What follows belongs to an exercise in optimizing a design on an open flow for a short achievable clock period and few clock cycles; a production flow would make more cautious choices.
In this exercise RTL edits were held to simulation tests only and were not proved equivalent to the original.
Power and IR drop assume default switching activity.

File: flow/config.mk
export PLATFORM = sky130hd
export DESIGN_NAME = multicycle_mips_cpu
export DESIGN_NICKNAME = multicycle_mips_cpu
export VERILOG_FILES = /design/flow/design.v
export SDC_FILE = /design/flow/constraint.sdc
export NUM_CORES = 4
export LEC_CHECK = 0
export CAP_MARGIN = 20
export CORE_MARGIN = 2
export CORE_UTILIZATION = 30
export PLACE_DENSITY = 0.5
export SLEW_MARGIN = 20
File: flow/constraint.sdc
create_clock -name core_clock -period 8.0 [get_ports {Clk}]
set_input_delay 1.6000 -clock core_clock [delete_from_list [all_inputs] [get_ports {Clk}]]
set_output_delay 1.6000 -clock core_clock [all_outputs]
set_load 0.01 [all_outputs]
File: flow/design.v
module multicycle_mips_cpu #(
    parameter logic [31:0] RESET_PC = 32'h0000_0000,
    parameter int          NREG_AW  = 5
) (
    input  logic        Clk,
    input  logic        Reset,
    output logic [31:0] MemAddr,
    output logic [31:0] MemWData,
    output logic        MemRd,
    output logic        MemWr,
    input  logic [31:0] MemRData,
    input  logic        MemReady,
    output logic [31:0] PC,
    output logic        Halt
);
    localparam int NREG = 1 << NREG_AW;
    localparam logic [5:0] OP_RTYPE = 6'h00;
    localparam logic [5:0] OP_J     = 6'h02;
    localparam logic [5:0] OP_BEQ   = 6'h04;
    localparam logic [5:0] OP_ADDI  = 6'h08;
    localparam logic [5:0] OP_LW    = 6'h23;
    localparam logic [5:0] OP_SW    = 6'h2B;
    localparam logic [5:0] FN_ADD = 6'h20;
    localparam logic [5:0] FN_SUB = 6'h22;
    localparam logic [5:0] FN_AND = 6'h24;
    localparam logic [5:0] FN_OR  = 6'h25;
    localparam logic [5:0] FN_SLT = 6'h2A;
    localparam logic [31:0] SYSCALL = 32'h0000_000C;
    typedef enum logic [2:0] {
        FETCH,
        DECODE,
        EXEC,
        MEM,
        WB,
        HALT
    } state_t;
    state_t      state_q, state_d;
    logic [31:0] pc_q, pc_d;
    logic [31:0] ir_q, ir_d;
    logic [31:0] a_q, a_d;
    logic [31:0] b_q, b_d;
    logic [31:0] alu_q, alu_d;
    logic [31:0] tgt_q, tgt_d;
    logic [31:0] mdr_q, mdr_d;
    logic [31:0] mem_addr_q, mem_addr_d;
    logic [31:0] mem_wdata_q, mem_wdata_d;
    logic        mem_rd_q, mem_rd_d;
    logic        mem_wr_q, mem_wr_d;
    logic        halt_q, halt_d;
    logic [31:0] rf_q [NREG];
    logic               rf_we;
    logic [NREG_AW-1:0] rf_waddr;
    logic [31:0]        rf_wdata;
    logic [5:0]         opcode;
    logic [5:0]         funct;
    logic [NREG_AW-1:0] rs_idx, rt_idx, rd_idx;
    logic [31:0]        imm_sext;
    logic [31:0]        rs_val, rt_val;
    logic [31:0]        alu_res;
    logic               alu_ok;
    logic               to_fetch;
    assign opcode   = ir_q[31:26];
    assign funct    = ir_q[5:0];
    assign rs_idx   = NREG_AW'(ir_q[25:21]);
    assign rt_idx   = NREG_AW'(ir_q[20:16]);
    assign rd_idx   = NREG_AW'(ir_q[15:11]);
    assign imm_sext = {{16{ir_q[15]}}, ir_q[15:0]};
    assign rs_val   = (rs_idx == '0) ? 32'd0 : rf_q[rs_idx];
    assign rt_val   = (rt_idx == '0) ? 32'd0 : rf_q[rt_idx];
    assign MemAddr  = mem_addr_q;
    assign MemWData = mem_wdata_q;
    assign MemRd    = mem_rd_q;
    assign MemWr    = mem_wr_q;
    assign PC       = pc_q;
    assign Halt     = halt_q;
    always_comb begin
        alu_res = 32'd0;
        alu_ok  = 1'b0;
        case (opcode)
            OP_RTYPE: begin
                alu_ok = 1'b1;
                case (funct)
                    FN_ADD:  alu_res = a_q + b_q;
                    FN_SUB:  alu_res = a_q - b_q;
                    FN_AND:  alu_res = a_q & b_q;
                    FN_OR:   alu_res = a_q | b_q;
                    FN_SLT:  alu_res = ($signed(a_q) < $signed(b_q)) ? 32'd1 : 32'd0;
                    default: alu_ok  = 1'b0;
                endcase
            end
            OP_ADDI, OP_LW, OP_SW: alu_res = a_q + imm_sext;
            OP_BEQ:                alu_res = a_q - b_q;
            default:               alu_res = 32'd0;
        endcase
    end
    always_comb begin
        state_d     = state_q;
        pc_d        = pc_q;
        ir_d        = ir_q;
        a_d         = a_q;
        b_d         = b_q;
        alu_d       = alu_q;
        tgt_d       = tgt_q;
        mdr_d       = mdr_q;
        mem_addr_d  = mem_addr_q;
        mem_wdata_d = mem_wdata_q;
        mem_rd_d    = mem_rd_q;
        mem_wr_d    = mem_wr_q;
        halt_d      = halt_q;
        rf_we       = 1'b0;
        rf_waddr    = '0;
        rf_wdata    = 32'd0;
        to_fetch    = 1'b0;
        case (state_q)
            FETCH: begin
                if (!mem_rd_q) begin
                    mem_rd_d   = 1'b1;
                    mem_addr_d = pc_q;
                end else if (MemReady) begin
                    ir_d     = MemRData;
                    pc_d     = pc_q + 32'd4;
                    mem_rd_d = 1'b0;
                    state_d  = DECODE;
                end
            end
            DECODE: begin
                a_d   = rs_val;
                b_d   = rt_val;
                tgt_d = pc_q + (imm_sext << 2);
                if (ir_q == SYSCALL) begin
                    state_d = HALT;
                    halt_d  = 1'b1;
                end else if (opcode == OP_J) begin
                    pc_d     = {pc_q[31:28], ir_q[25:0], 2'b00};
                    to_fetch = 1'b1;
                end else begin
                    state_d = EXEC;
                end
            end
            EXEC: begin
                alu_d = alu_res;
                case (opcode)
                    OP_RTYPE: begin
                        if (alu_ok) state_d  = WB;
                        else        to_fetch = 1'b1;
                    end
                    OP_ADDI: state_d = WB;
                    OP_LW: begin
                        state_d    = MEM;
                        mem_addr_d = alu_res;
                        mem_rd_d   = 1'b1;
                    end
                    OP_SW: begin
                        state_d     = MEM;
                        mem_addr_d  = alu_res;
                        mem_wdata_d = b_q;
                        mem_wr_d    = 1'b1;
                    end
                    OP_BEQ: begin
                        if (a_q == b_q) pc_d = tgt_q;
                        to_fetch = 1'b1;
                    end
                    default: to_fetch = 1'b1;
                endcase
            end
            MEM: begin
                if (MemReady) begin
                    mem_rd_d = 1'b0;
                    mem_wr_d = 1'b0;
                    if (opcode == OP_LW) begin
                        mdr_d   = MemRData;
                        state_d = WB;
                    end else begin
                        to_fetch = 1'b1;
                    end
                end
            end
            WB: begin
                rf_we = 1'b1;
                case (opcode)
                    OP_RTYPE: begin
                        rf_waddr = rd_idx;
                        rf_wdata = alu_q;
                    end
                    OP_LW: begin
                        rf_waddr = rt_idx;
                        rf_wdata = mdr_q;
                    end
                    default: begin
                        rf_waddr = rt_idx;
                        rf_wdata = alu_q;
                    end
                endcase
                to_fetch = 1'b1;
            end
            HALT: begin
                mem_rd_d = 1'b0;
                mem_wr_d = 1'b0;
            end
            default: state_d = FETCH;
        endcase
        if (to_fetch) begin
            state_d    = FETCH;
            mem_rd_d   = 1'b1;
            mem_addr_d = pc_d;
        end
    end
    always_ff @(posedge Clk or negedge Reset) begin
        if (!Reset) begin
            state_q     <= FETCH;
            pc_q        <= RESET_PC;
            ir_q        <= 32'd0;
            a_q         <= 32'd0;
            b_q         <= 32'd0;
            alu_q       <= 32'd0;
            tgt_q       <= 32'd0;
            mdr_q       <= 32'd0;
            mem_addr_q  <= 32'd0;
            mem_wdata_q <= 32'd0;
            mem_rd_q    <= 1'b0;
            mem_wr_q    <= 1'b0;
            halt_q      <= 1'b0;
        end else begin
            state_q     <= state_d;
            pc_q        <= pc_d;
            ir_q        <= ir_d;
            a_q         <= a_d;
            b_q         <= b_d;
            alu_q       <= alu_d;
            tgt_q       <= tgt_d;
            mdr_q       <= mdr_d;
            mem_addr_q  <= mem_addr_d;
            mem_wdata_q <= mem_wdata_d;
            mem_rd_q    <= mem_rd_d;
            mem_wr_q    <= mem_wr_d;
            halt_q      <= halt_d;
        end
    end
    always_ff @(posedge Clk or negedge Reset) begin
        if (!Reset) begin
            for (int i = 0; i < NREG; i++) rf_q[i] <= 32'd0;
        end else if (rf_we && (rf_waddr != '0)) begin
            rf_q[rf_waddr] <= rf_wdata;
        end
    end
endmodule
File: flow/run.sh
#!/bin/bash
# synth_recipe.tcl (not shown) runs the flow's synth.tcl, then flattens the netlist and writes it again
# the make line also repeats each setting of config.mk as NAME=value (left out here)
make -C /OpenROAD-flow-scripts/flow DESIGN_CONFIG=/design/flow/config.mk WORK_HOME=/design/flow/orfs CLKGATE_MAP_FILE= SYNTH_SCRIPT=/design/flow/synth_recipe.tcl finish
==> flow_summary.ini <==
[worst_setup_path]
critPathLaunchType = flip-flop
critPathMaxStageDelay_ns = 0.67
cp_slowest_cell = mux2i_1
crit_path_end_kind = flip-flop
cp_max_fo = 38
path_common_cell = nor2_1
path_cells = or4_1 -> or3_1 -> mux2i_1 -> nor2_1 -> nor2_1 -> inv_1 -> or3_4 -> buf_4 -> nand2_1 -> o21ai_0
critPathArrivalTime_ns = 5.46
cp_data_required_time_ns = 8.66
path_class = reg2reg

[synthesis]
async_flop_share_pct = 100
synth_edf_count = 0
synth_area_leaders = dfrtp_1 (48%), o21ai_0 (9.2%), nand2_1 (7.3%)
synth-main-ff-cell = dfrtp_1
ys_top_cells_by_count = nand2_1 (1316), dfrtp_1 (1286), o21ai_0 (1246)
synth-seq-cells = 1286
synth_most_common_cell = nand2_1
yosys.area.top_type = dfrtp_1
syn-cell-area_sq_um = 67700
synth_cell_types = 83
yosysWarnings = 2
yosysSeqAreaShare_pct = 47.6
synth_top_area_share_pct = 47.6
syn_inst = 7495
synth_nets = 7701
avgSynthCellArea_sq_um = 9.03

[sta]
finClkSkew_ns = 0.0697
period_minus_slack_ns = 4.80
worst_pin_slew_ns = 1.33
setup_viol = 0
fin_setup_tns_ns = 0
max_slew_margin_pct = 10.6
hold_viol = 0
slew_violations = 0
fmax_ghz = 0.208
rsz0062_at_grt = no
finalCritPeriodShare_pct = 60.0

[placement]
hpwl_microns = 217000
dp.cells = 10172
gp_congestion = 0.987
port_buffers = 133

[final_layout]
final_util_pct = 34.7
syn_to_final_growth_pct = 15.1
layout-drive-gt1-share_pct = 9.76
largest_reg_flops = 992
regMostFlops = rf_q
fillers = 22850
stdcell_count = 10452
nets = 7541

[floorplanning]
die_x_microns = 479
chipHeight_microns = 479
pin_count = 134
num_rows = 174
core_sq_um = 224000
initial_utilization_pct = 30.1
die_area_sq_um = 229000

[global_routing]
grt_use_total_pct = 29.8
antenna_found_initial = 21
grt_pass1_vias = 62340
grt_max_degree = 163
grt_overflow = 0
grt_pass1_wl_microns = 492000

[clock_tree]
cts.sinks = 1286
cts_tree = yes
htree_num_levels = 4
clk_pin_slew_ns = 0.06
cts_setup_buffers = 0
cts_made_buffers = 149
max-clock-path-buffers = 3
root_buffer = clkbuf_16
clk_latency_ns = 0.85
cts_hold_buf = 0
ctsResizeCount = 0

[detailed_routing]
drtIter0Drc = 10888
avgViaCountPerCell = 6.31
ant_nets = 0
drt_pass1_iterations = 10
drc = 0
vias = 65994
post_drt_wl_per_cell_microns = 33.7
wirelength_microns = 352000

[pwr]
leakage_nw = 32.4
powerDensity_nw_per_um2 = 306
ir_drop_v = 0.000184
p_total_mw = 23.8

[outcome]
outcome = finished clean

[worst_hold_path]
hold_class = reg2reg

[job]
drv_cap = 0
[where the power goes]
group	switching (mW)	internal, mW
Combinational	6.46	2.67
Sequential	0.724	6.91
Clock	3.06	4.03
[cell type report]
class                      instances  area, sq um  area share, %
clock buffer                     196         4220           5.41
inverter                         131          492          0.631
sequential                      1286        32200           41.3
tap                             2992         3740           4.81
timing repair buffer             350         3120           4.00
multi-input combinational       5417        33400           42.8
clock inverter                    67          753          0.967
antenna                           13         32.5         0.0418
[cell usage in the layout (no fill, tap or decap), types with 96 or more instances in the layout]
cell / Yosys / layout
nand2_1: 1316 / 1286
dfrtp_1: 1286 / 1285
o21ai_0: 1246 / 1246
a22oi_1: 378 / 378
a21oi_1: 256 / 256
a221oi_1: 250 / 250
a22o_1: 244 / 244
buf_4: 2 / 205
nor2_1: 237 / 171
ha_1: 167 / 167
clkbuf_16: 0 / 151
nand4_1: 142 / 142
clkdlybuf4s50_1: 0 / 132
inv_1: 127 / 127
nand3_1: 126 / 125
mux2_2: 104 / 104
nor3_1: 108 / 96
[cells by family (layout without fill, tap and decap cells)]
logic type	Yosys count	count (layout)	share of synthesized area, %
other	0	13	0
flip-flops	1286	1286	47.6
AND/OR/NAND/NOR	2119	2119	13.5
multiplexers	156	156	2.50
XOR/XNOR	98	98	1.27
buffers and inverters	792	744	4.45
adder cells (fa/ha/maj)	171	171	3.21
AO/OA/AOI/OAI	2873	2873	27.5
[path summary, 6_finish.rpt]
kind	start	endpoint	slack [ns]	cells after the start
min	alu_q[13]$_DFFE_PN0P_	alu_q[13]$_DFFE_PN0P_	0.47	1
max in group asynchronous	Reset	rf_q[16][9]$_DFFE_PN0P_	5.34	3
max	ir_q[29]$_DFFE_PN0P_	rf_q[2][23]$_DFFE_PN0P_	3.20	10
min in group asynchronous	Reset	pc_q[13]$_DFF_PN0_	0.68	1
max reg2reg	ir_q[29]$_DFFE_PN0P_	rf_q[2][23]$_DFFE_PN0P_	3.20	10
min reg2reg	alu_q[13]$_DFFE_PN0P_	alu_q[13]$_DFFE_PN0P_	0.47	1
[critical path: cells and delay by family, from the launching register on]
kind,cells,cell delay (ns)
AOI/OAI and AO/OA,1,0.09
and+or+nand+nor,6,2.72
buffers and inverters,2,0.56
DFF,1,0.49
muxes,1,0.67
[through the flow]
| step | cell area, sq um | hold WS (ns) | worst slack (ns) |
|---|---|---|---|
| after global placement | 72700 | 0.455 | 3.41 |
| after global routing | 77900 | 0.493 | 2.95 |
| final | 77900 | 0.474 | 3.20 |
| after floorplan | 67700 | 0.442 | 4.25 |
| after detailed placement | 72800 | 0.462 | 3.35 |
| after CTS | 77800 | 0.476 | 3.33 |
[routing by layer]
metal  share of wire, %  GRT usage [%]
met1                 39           38.6
met2                 42           43.9
met3                 12           10.0
met4                6.2           15.6
met5               0.12          0.476
Testbench counts, summed over its fixed seeds: cycles 116,927.

[re-timing with driven ports]
Ports are ideal in the flow. The routed layout listed here was re-timed in OpenROAD.
Step 1 assumes that a clkbuf_16 drives the clock port and a buf_2 every other input.
Step 2 moves the port delays by t, midway between the first and last clock arrival at a register: inputs arrive t later, outputs are due t later. That takes back most of the time a late clock gives input paths.
Three values: no drivers, after step 1, after step 2; two values: the first two.
t, ns: 0.901
setup slack, ns: 3.197 / 3.197 / 3.197
worst hold slack (ns): 0.474 / 0.474 / 0.474
pins driven straight from the clock port: 1
After both steps setup and hold are still met in this run. The setup slack of this run moves by 0.000 ns with the drivers and by 0.000 ns with both steps.
